Source: an optimization exercise on an open RTL-to-GDS flow (aim: small area, a short achievable clock period and few clock cycles per item). Production flows keep margins and buffers that such runs may drop. Only simulation tests tie the RTL to the original design; equivalence was not proved.

==> run E: inputs <==
==> flow/design.v (excerpt) <==
module rle_top
#(
    parameter int coef_width = 12
) (
    input  logic                                clk,
    input  logic                                rst,
    input  logic                                start,
    input  logic                                stall,
    input  logic [blk_size*coef_width-1:0]      block_in,
    output logic                                dc_valid,
    output logic [coef_width-1:0]               dc_data,
    output logic                                ac_valid,
    output logic [coef_width+run_width-1:0]     ac_data,
    output logic                                last,
    output logic                                busy
);
    logic [blk_size-1:1]    sig_in;
    logic [blk_size-1:1]    sel;
    logic                   load;
    logic [1:0][coef_width-1:0] coef_val;
    coef_buffer #(
        .coef_width (coef_width)
    ) u_coef_buffer (
        .clk        (clk),
        .load       (load),
        .block_in   (block_in),
        .sel        (sel),
        .sig_in     (sig_in),
        .coef_out   (coef_val),
        .dc_data    (dc_data)
    );
    run_scanner #(
        .coef_width (coef_width)
    ) u_run_scanner (
        .clk        (clk),
        .rst        (rst),
        .start      (start),
        .stall      (stall),
        .sig_in     (sig_in),
        .coef_in    (coef_val),
        .sel        (sel),
        .load       (load),
        .dc_valid   (dc_valid),
        .ac_valid   (ac_valid),
        .ac_data    (ac_data),
        .last       (last),
        .busy       (busy)
    );
endmodule
export LEC_CHECK = 0
export CAP_MARGIN = 30
export CORE_MARGIN = 2
export CORE_UTILIZATION = 50
export CTS_CLUSTER_DIAMETER = 60
export CTS_CLUSTER_SIZE = 30
export SETUP_SLACK_MARGIN = 2.2
export SLEW_MARGIN = 30
create_clock -name core_clock -period 5.0 [get_ports {clk}]
standard.sh (not shown) runs the stock make flow with config.mk's settings and CLKGATE_MAP_FILE= SYNTH_SCRIPT=/design/flow/synth_recipe.tcl, a recipe that flattens the netlist after the stock synthesis.
==> flow/flow/run.sh <==
#!/bin/bash
# Standard layout, with the smallest buffer on every input and output port
# instead of the delay buffer buffer_ports picks on its own.
set -euo pipefail
export BUFFER_PORTS_ARGS="-buffer_cell sky130_fd_sc_hd__buf_1"
bash standard.sh > standard_flow.log 2>&1
==> inputs of run M, as changes to run E <==
--- a/flow/design.v
+++ b/flow/design.v
@@ -18,13 +18,13 @@
 ) (
     input  logic                                clk,
     input  logic                                load,
     input  logic [blk_size-1:0][coef_width-1:0] block_in,
     input  logic [blk_size-1:1]                 sel,
     output logic [blk_size-1:1]                 sig_in,
-    output logic [1:0][coef_width-1:0]          coef_out,    
+    output logic [coef_width-1:0]               coef_out,
     output logic [coef_width-1:0]               dc_data
 );
     logic [blk_size-1:1][coef_width-1:0] block_q;
     always_ff @(posedge clk) begin
         if (load) begin
             block_q <= block_in[blk_size-1:1];
@@ -36,13 +36,13 @@
             sig_in[i] = (block_in[i] != '0);
         end
     end
     always_comb begin
         coef_out = '0;
         for (int i = 1; i < blk_size; i++) begin
-            coef_out[i / 32] = coef_out[i / 32] | (block_q[i] & {coef_width{sel[i]}});
+            coef_out = coef_out | (block_q[i] & {coef_width{sel[i]}});
         end
     end
 endmodule
 `timescale 1ns/100ps
 import block_pkg::*;
 module eob_locator
@@ -92,13 +92,13 @@
 ) (
     input  logic                            clk,
     input  logic                            rst,
     input  logic                            start,
     input  logic                            stall,
     input  logic [blk_size-1:1]             sig_in,
-    input  logic [1:0][coef_width-1:0]      coef_in,     
+    input  logic [coef_width-1:0]           coef_in,
     output logic [blk_size-1:1]             sel,
     output logic                            load,
     output logic                            dc_valid,
     output logic                            ac_valid,
     output logic [coef_width+run_width-1:0] ac_data,
     output logic                            last,
@@ -106,41 +106,41 @@
 );
     logic [blk_size-1:1] first_q;    
     logic                fv_q;       
     logic [blk_size-1:1] rest_q;     
     block_pkg::coef_idx_t s_q;       
     logic                hold_q;     
+    logic [coef_width-1:0] hval_q;
     block_pkg::coef_idx_t  hidx_q;
     logic       open_q;              
     logic       oval_q;              
     logic       busy_q;              
     logic       zload_q;             
     logic       busy_w;
     logic [blk_size-1:1] in_first;
     logic [blk_size-1:1] rest_first;
     logic [blk_size-1:1] rest_next;
     logic [7:0]          rga_q;      
     logic [7:0]          rga_next;
-    logic                vz_q;       
     logic [7:0]          in_ga;
     logic [7:0]          s_hi_gt, s_hi_eq, s_lo_ge;
     logic                hlast_q;    
     logic [blk_size-1:1] near;       
     logic       in_any, in_any16, rest_any;
     block_pkg::coef_idx_t f_idx;
     block_pkg::coef_idx_t cur_idx;
+    logic [coef_width-1:0] cur_val;
     logic       zrl_f, zrl_h, zrl, cur_ok, eob, cur_last;
     logic       can_load, push, adv, fin, accept;
     logic       open_n, oval_n, fz_n;
     coef_pkg::run_t run;
     coef_pkg::run_t run_f;
     coef_pkg::run_t rk;
     logic [15:0] f_mod;
     logic [3:0]  f_quad;
-    logic [run_width-1:0]  sym_q;         
-    logic [1:0][coef_width-1:0] val_q;    
+    logic [coef_width+run_width-1:0] sym_q;   
     logic        zrl_q;
     logic        last_q;
     always_comb begin
         in_first = '0;
         for (int i = 1; i <= 16; i++) begin
             in_first[i] = sig_in[i];
@@ -210,23 +210,24 @@
             for (int k = 0; k < 16; k++) begin
                 rk = 4'(k) + ~s_q[3:0];
                 run_f[b] = run_f[b] | (f_mod[k] & rk[b]);
             end
         end
     end
-    assign cur_ok   = hold_q | fv_q | vz_q;
+    assign cur_ok   = hold_q | fv_q | rest_any;
     assign eob      = ~cur_ok;
     assign cur_idx  = hold_q ? hidx_q : f_idx;
+    assign cur_val  = hold_q ? hval_q : coef_in;
     assign zrl_f    = ~|(first_q & near);
     assign zrl_h    = ({1'b0, hidx_q} > ({1'b0, s_q} + 7'd16));
     assign zrl      = cur_ok & (hold_q ? zrl_h : (~fv_q | zrl_f));
     assign run      = hold_q ? coef_pkg::run_t'(hidx_q[3:0] + ~s_q[3:0]) : run_f;
     assign cur_last = hold_q ? hlast_q : first_q[blk_size-1];
     assign can_load = ~oval_q | ac_valid;
     assign push     = can_load & open_q;
-    assign adv      = push & ~hold_q & (fv_q | vz_q);
+    assign adv      = push & ~hold_q & (fv_q | rest_any);
     assign fin      = push & (eob | (cur_last & ~zrl));
     assign open_n = accept | (open_q & ~fin);
     assign oval_n = (oval_q & ~ac_valid) | push;
     always_comb begin
         if (~busy_w) begin
             fz_n = 1'b0;
@@ -255,47 +256,39 @@
         end else if (push & cur_ok) begin
             s_q <= zrl ? block_pkg::coef_idx_t'(s_q + 6'd16) : cur_idx;
         end
     end
     always_ff @(posedge clk) begin
         if (push & ~hold_q) begin
+            hval_q  <= coef_in;
             hidx_q  <= f_idx;
             hlast_q <= first_q[blk_size-1];
         end
     end
     always_ff @(posedge clk) begin
         if (push) begin
-            sym_q <= eob ? 4'd0 : run;
-            if (~hold_q) begin
-                val_q <= coef_in;
-            end
+            sym_q  <= {(eob ? 4'd0 : run), cur_val};
             zrl_q  <= zrl;
             last_q <= eob | cur_last;
         end
     end
-    assign ac_data = {sym_q | {run_width{zrl_q}},
-                      (val_q[0] | val_q[1]) & {coef_width{~zrl_q}}};
+    assign ac_data = {sym_q[coef_width +: run_width] | {run_width{zrl_q}},
+                      sym_q[coef_width-1:0] & {coef_width{~zrl_q}}};
     assign last    = last_q & ~zrl_q;
     always_ff @(posedge clk or posedge rst) begin
         if (rst) begin
             fv_q     <= 1'b0;
-            vz_q     <= 1'b0;
             hold_q   <= 1'b0;
             open_q   <= 1'b0;
             oval_q   <= 1'b0;
             ac_valid <= 1'b0;
             busy_q   <= 1'b0;
             zload_q  <= 1'b0;
             dc_valid <= 1'b0;
         end else begin
             if (~busy_w) begin
-                vz_q <= in_any & ~in_any16;
-            end else if (adv) begin
-                vz_q <= 1'b0;
-            end
-            if (~busy_w) begin
                 fv_q <= in_any16;
             end else if (adv) begin
                 fv_q <= rest_any;
             end
             if (~busy_w) begin
                 hold_q <= 1'b0;
@@ -330,13 +323,13 @@
     output logic                                last,
     output logic                                busy
 );
     logic [blk_size-1:1]    sig_in;
     logic [blk_size-1:1]    sel;
     logic                   load;
-    logic [1:0][coef_width-1:0] coef_val;
+    logic [coef_width-1:0]  coef_val;
     coef_buffer #(
         .coef_width (coef_width)
     ) u_coef_buffer (
         .clk        (clk),
         .load       (load),
         .block_in   (block_in),
CAP_MARGIN = 20   (was 30)
CORE_UTILIZATION = 70   (was 50)
SLEW_MARGIN = 20   (was 30)
==> inputs of run D, as changes to run E <==
--- a/flow/design.v
+++ b/flow/design.v
@@ -18,13 +18,13 @@
 ) (
     input  logic                                clk,
     input  logic                                load,
     input  logic [blk_size-1:0][coef_width-1:0] block_in,
     input  logic [blk_size-1:1]                 sel,
     output logic [blk_size-1:1]                 sig_in,
-    output logic [1:0][coef_width-1:0]          coef_out,    
+    output logic [coef_width-1:0]               coef_out,
     output logic [coef_width-1:0]               dc_data
 );
     logic [blk_size-1:1][coef_width-1:0] block_q;
     always_ff @(posedge clk) begin
         if (load) begin
             block_q <= block_in[blk_size-1:1];
@@ -36,13 +36,13 @@
             sig_in[i] = (block_in[i] != '0);
         end
     end
     always_comb begin
         coef_out = '0;
         for (int i = 1; i < blk_size; i++) begin
-            coef_out[i / 32] = coef_out[i / 32] | (block_q[i] & {coef_width{sel[i]}});
+            coef_out = coef_out | (block_q[i] & {coef_width{sel[i]}});
         end
     end
 endmodule
 `timescale 1ns/100ps
 import block_pkg::*;
 module eob_locator
@@ -92,13 +92,13 @@
 ) (
     input  logic                            clk,
     input  logic                            rst,
     input  logic                            start,
     input  logic                            stall,
     input  logic [blk_size-1:1]             sig_in,
-    input  logic [1:0][coef_width-1:0]      coef_in,     
+    input  logic [coef_width-1:0]           coef_in,
     output logic [blk_size-1:1]             sel,
     output logic                            load,
     output logic                            dc_valid,
     output logic                            ac_valid,
     output logic [coef_width+run_width-1:0] ac_data,
     output logic                            last,
@@ -106,41 +106,42 @@
 );
     logic [blk_size-1:1] first_q;    
     logic                fv_q;       
     logic [blk_size-1:1] rest_q;     
     block_pkg::coef_idx_t s_q;       
     logic                hold_q;     
+    logic [coef_width-1:0] hval_q;
     block_pkg::coef_idx_t  hidx_q;
     logic       open_q;              
     logic       oval_q;              
     logic       busy_q;              
     logic       zload_q;             
     logic       busy_w;
     logic [blk_size-1:1] in_first;
     logic [blk_size-1:1] rest_first;
     logic [blk_size-1:1] rest_next;
     logic [7:0]          rga_q;      
     logic [7:0]          rga_next;
-    logic                vz_q;       
+    logic                rany_q;     
     logic [7:0]          in_ga;
     logic [7:0]          s_hi_gt, s_hi_eq, s_lo_ge;
     logic                hlast_q;    
     logic [blk_size-1:1] near;       
     logic       in_any, in_any16, rest_any;
     block_pkg::coef_idx_t f_idx;
     block_pkg::coef_idx_t cur_idx;
+    logic [coef_width-1:0] cur_val;
     logic       zrl_f, zrl_h, zrl, cur_ok, eob, cur_last;
     logic       can_load, push, adv, fin, accept;
     logic       open_n, oval_n, fz_n;
     coef_pkg::run_t run;
     coef_pkg::run_t run_f;
     coef_pkg::run_t rk;
     logic [15:0] f_mod;
     logic [3:0]  f_quad;
-    logic [run_width-1:0]  sym_q;         
-    logic [1:0][coef_width-1:0] val_q;    
+    logic [coef_width+run_width-1:0] sym_q;   
     logic        zrl_q;
     logic        last_q;
     always_comb begin
         in_first = '0;
         for (int i = 1; i <= 16; i++) begin
             in_first[i] = sig_in[i];
@@ -168,13 +169,13 @@
     assign busy_w   = busy_q & ~zload_q;
     assign load     = ~busy_w;
     assign busy     = busy_w;
     assign accept   = start & ~busy_w;
     assign in_any   = |sig_in;
     assign in_any16 = |sig_in[16:1];
-    assign rest_any = |rga_q;
+    assign rest_any = rany_q;
     always_comb begin
         for (int h = 0; h < 8; h++) begin
             s_hi_gt[h] = (s_q[5:3] > 3'(h));
             s_hi_eq[h] = (s_q[5:3] == 3'(h));
             s_lo_ge[h] = (s_q[2:0] >= 3'(h));
         end
@@ -210,23 +211,24 @@
             for (int k = 0; k < 16; k++) begin
                 rk = 4'(k) + ~s_q[3:0];
                 run_f[b] = run_f[b] | (f_mod[k] & rk[b]);
             end
         end
     end
-    assign cur_ok   = hold_q | fv_q | vz_q;
+    assign cur_ok   = hold_q | fv_q | rest_any;
     assign eob      = ~cur_ok;
     assign cur_idx  = hold_q ? hidx_q : f_idx;
+    assign cur_val  = hold_q ? hval_q : coef_in;
     assign zrl_f    = ~|(first_q & near);
     assign zrl_h    = ({1'b0, hidx_q} > ({1'b0, s_q} + 7'd16));
     assign zrl      = cur_ok & (hold_q ? zrl_h : (~fv_q | zrl_f));
     assign run      = hold_q ? coef_pkg::run_t'(hidx_q[3:0] + ~s_q[3:0]) : run_f;
     assign cur_last = hold_q ? hlast_q : first_q[blk_size-1];
     assign can_load = ~oval_q | ac_valid;
     assign push     = can_load & open_q;
-    assign adv      = push & ~hold_q & (fv_q | vz_q);
+    assign adv      = push & ~hold_q & (fv_q | rest_any);
     assign fin      = push & (eob | (cur_last & ~zrl));
     assign open_n = accept | (open_q & ~fin);
     assign oval_n = (oval_q & ~ac_valid) | push;
     always_comb begin
         if (~busy_w) begin
             fz_n = 1'b0;
@@ -240,62 +242,56 @@
     end
     always_ff @(posedge clk) begin
         if (~busy_w) begin
             first_q <= in_first;
             rest_q  <= sig_in & ~in_first;
             rga_q   <= in_ga;
+            rany_q  <= |in_ga;
         end else if (adv) begin
             first_q <= rest_first;
             rest_q  <= rest_next;
             rga_q   <= rga_next;
+            rany_q  <= |rga_next;
         end
     end
     always_ff @(posedge clk) begin
         if (~busy_w) begin
             s_q <= '0;
         end else if (push & cur_ok) begin
             s_q <= zrl ? block_pkg::coef_idx_t'(s_q + 6'd16) : cur_idx;
         end
     end
     always_ff @(posedge clk) begin
         if (push & ~hold_q) begin
+            hval_q  <= coef_in;
             hidx_q  <= f_idx;
             hlast_q <= first_q[blk_size-1];
         end
     end
     always_ff @(posedge clk) begin
         if (push) begin
-            sym_q <= eob ? 4'd0 : run;
-            if (~hold_q) begin
-                val_q <= coef_in;
-            end
+            sym_q  <= {(eob ? 4'd0 : run), cur_val};
             zrl_q  <= zrl;
             last_q <= eob | cur_last;
         end
     end
-    assign ac_data = {sym_q | {run_width{zrl_q}},
-                      (val_q[0] | val_q[1]) & {coef_width{~zrl_q}}};
+    assign ac_data = {sym_q[coef_width +: run_width] | {run_width{zrl_q}},
+                      sym_q[coef_width-1:0] & {coef_width{~zrl_q}}};
     assign last    = last_q & ~zrl_q;
     always_ff @(posedge clk or posedge rst) begin
         if (rst) begin
             fv_q     <= 1'b0;
-            vz_q     <= 1'b0;
             hold_q   <= 1'b0;
             open_q   <= 1'b0;
             oval_q   <= 1'b0;
             ac_valid <= 1'b0;
             busy_q   <= 1'b0;
             zload_q  <= 1'b0;
             dc_valid <= 1'b0;
         end else begin
             if (~busy_w) begin
-                vz_q <= in_any & ~in_any16;
-            end else if (adv) begin
-                vz_q <= 1'b0;
-            end
-            if (~busy_w) begin
                 fv_q <= in_any16;
             end else if (adv) begin
                 fv_q <= rest_any;
             end
             if (~busy_w) begin
                 hold_q <= 1'b0;
@@ -330,13 +326,13 @@
     output logic                                last,
     output logic                                busy
 );
     logic [blk_size-1:1]    sig_in;
     logic [blk_size-1:1]    sel;
     logic                   load;
-    logic [1:0][coef_width-1:0] coef_val;
+    logic [coef_width-1:0]  coef_val;
     coef_buffer #(
         .coef_width (coef_width)
     ) u_coef_buffer (
         .clk        (clk),
         .load       (load),
         .block_in   (block_in),
==> inputs of run B, as changes to run E <==
--- a/flow/design.v
+++ b/flow/design.v
@@ -18,13 +18,13 @@
 ) (
     input  logic                                clk,
     input  logic                                load,
     input  logic [blk_size-1:0][coef_width-1:0] block_in,
     input  logic [blk_size-1:1]                 sel,
     output logic [blk_size-1:1]                 sig_in,
-    output logic [1:0][coef_width-1:0]          coef_out,    
+    output logic [coef_width-1:0]               coef_out,
     output logic [coef_width-1:0]               dc_data
 );
     logic [blk_size-1:1][coef_width-1:0] block_q;
     always_ff @(posedge clk) begin
         if (load) begin
             block_q <= block_in[blk_size-1:1];
@@ -36,13 +36,13 @@
             sig_in[i] = (block_in[i] != '0);
         end
     end
     always_comb begin
         coef_out = '0;
         for (int i = 1; i < blk_size; i++) begin
-            coef_out[i / 32] = coef_out[i / 32] | (block_q[i] & {coef_width{sel[i]}});
+            coef_out = coef_out | (block_q[i] & {coef_width{sel[i]}});
         end
     end
 endmodule
 `timescale 1ns/100ps
 import block_pkg::*;
 module eob_locator
@@ -92,13 +92,13 @@
 ) (
     input  logic                            clk,
     input  logic                            rst,
     input  logic                            start,
     input  logic                            stall,
     input  logic [blk_size-1:1]             sig_in,
-    input  logic [1:0][coef_width-1:0]      coef_in,     
+    input  logic [coef_width-1:0]           coef_in,
     output logic [blk_size-1:1]             sel,
     output logic                            load,
     output logic                            dc_valid,
     output logic                            ac_valid,
     output logic [coef_width+run_width-1:0] ac_data,
     output logic                            last,
@@ -106,41 +106,42 @@
 );
     logic [blk_size-1:1] first_q;    
     logic                fv_q;       
     logic [blk_size-1:1] rest_q;     
     block_pkg::coef_idx_t s_q;       
     logic                hold_q;     
+    logic [coef_width-1:0] hval_q;
     block_pkg::coef_idx_t  hidx_q;
     logic       open_q;              
     logic       oval_q;              
     logic       busy_q;              
     logic       zload_q;             
     logic       busy_w;
     logic [blk_size-1:1] in_first;
     logic [blk_size-1:1] rest_first;
     logic [blk_size-1:1] rest_next;
     logic [7:0]          rga_q;      
     logic [7:0]          rga_next;
-    logic                vz_q;       
+    logic                rany_q;     
     logic [7:0]          in_ga;
     logic [7:0]          s_hi_gt, s_hi_eq, s_lo_ge;
     logic                hlast_q;    
     logic [blk_size-1:1] near;       
     logic       in_any, in_any16, rest_any;
     block_pkg::coef_idx_t f_idx;
     block_pkg::coef_idx_t cur_idx;
+    logic [coef_width-1:0] cur_val;
     logic       zrl_f, zrl_h, zrl, cur_ok, eob, cur_last;
     logic       can_load, push, adv, fin, accept;
     logic       open_n, oval_n, fz_n;
     coef_pkg::run_t run;
     coef_pkg::run_t run_f;
     coef_pkg::run_t rk;
     logic [15:0] f_mod;
     logic [3:0]  f_quad;
-    logic [run_width-1:0]  sym_q;         
-    logic [1:0][coef_width-1:0] val_q;    
+    logic [coef_width+run_width-1:0] sym_q;   
     logic        zrl_q;
     logic        last_q;
     always_comb begin
         in_first = '0;
         for (int i = 1; i <= 16; i++) begin
             in_first[i] = sig_in[i];
@@ -168,13 +169,13 @@
     assign busy_w   = busy_q & ~zload_q;
     assign load     = ~busy_w;
     assign busy     = busy_w;
     assign accept   = start & ~busy_w;
     assign in_any   = |sig_in;
     assign in_any16 = |sig_in[16:1];
-    assign rest_any = |rga_q;
+    assign rest_any = rany_q;
     always_comb begin
         for (int h = 0; h < 8; h++) begin
             s_hi_gt[h] = (s_q[5:3] > 3'(h));
             s_hi_eq[h] = (s_q[5:3] == 3'(h));
             s_lo_ge[h] = (s_q[2:0] >= 3'(h));
         end
@@ -210,23 +211,24 @@
             for (int k = 0; k < 16; k++) begin
                 rk = 4'(k) + ~s_q[3:0];
                 run_f[b] = run_f[b] | (f_mod[k] & rk[b]);
             end
         end
     end
-    assign cur_ok   = hold_q | fv_q | vz_q;
+    assign cur_ok   = hold_q | fv_q | rest_any;
     assign eob      = ~cur_ok;
     assign cur_idx  = hold_q ? hidx_q : f_idx;
+    assign cur_val  = hold_q ? hval_q : coef_in;
     assign zrl_f    = ~|(first_q & near);
     assign zrl_h    = ({1'b0, hidx_q} > ({1'b0, s_q} + 7'd16));
     assign zrl      = cur_ok & (hold_q ? zrl_h : (~fv_q | zrl_f));
     assign run      = hold_q ? coef_pkg::run_t'(hidx_q[3:0] + ~s_q[3:0]) : run_f;
     assign cur_last = hold_q ? hlast_q : first_q[blk_size-1];
     assign can_load = ~oval_q | ac_valid;
     assign push     = can_load & open_q;
-    assign adv      = push & ~hold_q & (fv_q | vz_q);
+    assign adv      = push & ~hold_q & (fv_q | rest_any);
     assign fin      = push & (eob | (cur_last & ~zrl));
     assign open_n = accept | (open_q & ~fin);
     assign oval_n = (oval_q & ~ac_valid) | push;
     always_comb begin
         if (~busy_w) begin
             fz_n = 1'b0;
@@ -240,62 +242,56 @@
     end
     always_ff @(posedge clk) begin
         if (~busy_w) begin
             first_q <= in_first;
             rest_q  <= sig_in & ~in_first;
             rga_q   <= in_ga;
+            rany_q  <= |in_ga;
         end else if (adv) begin
             first_q <= rest_first;
             rest_q  <= rest_next;
             rga_q   <= rga_next;
+            rany_q  <= |rga_next;
         end
     end
     always_ff @(posedge clk) begin
         if (~busy_w) begin
             s_q <= '0;
         end else if (push & cur_ok) begin
             s_q <= zrl ? block_pkg::coef_idx_t'(s_q + 6'd16) : cur_idx;
         end
     end
     always_ff @(posedge clk) begin
         if (push & ~hold_q) begin
+            hval_q  <= coef_in;
             hidx_q  <= f_idx;
             hlast_q <= first_q[blk_size-1];
         end
     end
     always_ff @(posedge clk) begin
         if (push) begin
-            sym_q <= eob ? 4'd0 : run;
-            if (~hold_q) begin
-                val_q <= coef_in;
-            end
+            sym_q  <= {(eob ? 4'd0 : run), cur_val};
             zrl_q  <= zrl;
             last_q <= eob | cur_last;
         end
     end
-    assign ac_data = {sym_q | {run_width{zrl_q}},
-                      (val_q[0] | val_q[1]) & {coef_width{~zrl_q}}};
+    assign ac_data = {sym_q[coef_width +: run_width] | {run_width{zrl_q}},
+                      sym_q[coef_width-1:0] & {coef_width{~zrl_q}}};
     assign last    = last_q & ~zrl_q;
     always_ff @(posedge clk or posedge rst) begin
         if (rst) begin
             fv_q     <= 1'b0;
-            vz_q     <= 1'b0;
             hold_q   <= 1'b0;
             open_q   <= 1'b0;
             oval_q   <= 1'b0;
             ac_valid <= 1'b0;
             busy_q   <= 1'b0;
             zload_q  <= 1'b0;
             dc_valid <= 1'b0;
         end else begin
             if (~busy_w) begin
-                vz_q <= in_any & ~in_any16;
-            end else if (adv) begin
-                vz_q <= 1'b0;
-            end
-            if (~busy_w) begin
                 fv_q <= in_any16;
             end else if (adv) begin
                 fv_q <= rest_any;
             end
             if (~busy_w) begin
                 hold_q <= 1'b0;
@@ -330,13 +326,13 @@
     output logic                                last,
     output logic                                busy
 );
     logic [blk_size-1:1]    sig_in;
     logic [blk_size-1:1]    sel;
     logic                   load;
-    logic [1:0][coef_width-1:0] coef_val;
+    logic [coef_width-1:0]  coef_val;
     coef_buffer #(
         .coef_width (coef_width)
     ) u_coef_buffer (
         .clk        (clk),
         .load       (load),
         .block_in   (block_in),
CAP_MARGIN = 20   (was 30)
CORE_UTILIZATION = 55   (was 50)
SLEW_MARGIN = 20   (was 30)
==> out/results.ini <==
[sta]
layout_min_cycle_time_ns = 3.144

[logic_synthesis]
synth_top_area_frac = 0.6853

[finish]
clockBufferCount = 61
final_util = 0.7006

[power_and_ir_drop]
swShare = 0.3867

[clock_tree]
cts_buffers = 60

[outcome]
status = complete, no violations

(the above is from run B)
==> out/results.ini <==
[logic_synthesis]
syn_nets = 3527
synth_top_area_frac = 0.6834
synth_adder_area_share = 0.01053

[outcome]
haltStage = global routing (5_1_grt)
tool.error = [ERROR GRT-0232] Routing congestion too high. Check the congestion heatmap in the GUI.
status = stopped before the end

[placement]
hpwl_um = 151000

[clock_tree]
root_buffer = clkbuf_16
cts_sinks = 953
cts_buffers = 49

(the above is from run M)
==> out/results.ini <==
[finish]
clockBufferCount = 85
multi_input_area_um2 = 11630
final_util = 0.6238

[power_and_ir_drop]
swShare = 0.3598
power_frac_clock = 0.248

[logic_synthesis]
synth_top_area_frac = 0.6863
yosysMostFrequentCell = edfxtp_1

[sta]
layout_min_cycle_time_ns = 2.945

[outcome]
status = complete, no violations

[clock_tree]
cts_buffers = 73

(the above is from run E)
==> out/results.ini <==
[sta]
layout_min_cycle_time_ns = 3.218

[clock_tree]
cts_buffers = 71
clk-insertion-delay-late_ns = 0.67

[logic_synthesis]
synth_top_area_frac = 0.6853
synth_area_per_cell_um2 = 14.38
synth_top_family_by_area = compound AO/OA/AOI/OAI gates

[finish]
final_util = 0.6396
nonClockInverterCount = 26
layout_common_cells = 893 x edfxtp_1, 798 x buf_1, 217 x buf_4
clockBufferCount = 75

[power_and_ir_drop]
swShare = 0.3853

[routing]
viasPerCell = 7.545

[outcome]
status = complete, no violations

(the above is from run D)
Testbench counts of run E, summed over its fixed seeds: cycles 18,882, items 1,280.
Testbench counts of run M, summed over its fixed seeds: cycles 18,882, items 1,280.
Testbench counts of run D, summed over its fixed seeds: cycles 18,882, items 1,280.
Testbench counts of run B, summed over its fixed seeds: cycles 18,882, items 1,280.

-- what the ideal ports hide --
The results above use ideal ports. As a check the final layouts listed here were re-extracted and re-timed, cells and wires unchanged.
Step 1 (the two cells are an assumption about what drives the block):
set clk [get_ports {clk}]
set_driving_cell -lib_cell sky130_fd_sc_hd__clkbuf_16 $clk
set_driving_cell -lib_cell sky130_fd_sc_hd__buf_2 [delete_from_list [all_inputs] $clk]
Step 2 adds t to the input delays and takes it off the output delays; t is the mean of the earliest and latest rising clock arrival at the registers after step 1. Input paths then give back, and output paths get back, about the clock's delay inside the block.
Slacks: ideal / step 1 / step 2; pairs: ideal / step 1.
run	t (ns)	slack for setup (ns)	worst data-port slew with drivers (ns)
run E	0.710	2.055 / 2.101 / 1.391	0.14
run D	0.724	1.782 / 1.829 / 1.106	0.16
run B	0.774	1.856 / 1.888 / 1.134	0.25
After both steps every run listed still meets setup and hold. The setup slack of run B, which loses most, moves by +0.032 ns with the drivers and by -0.722 ns with both steps.
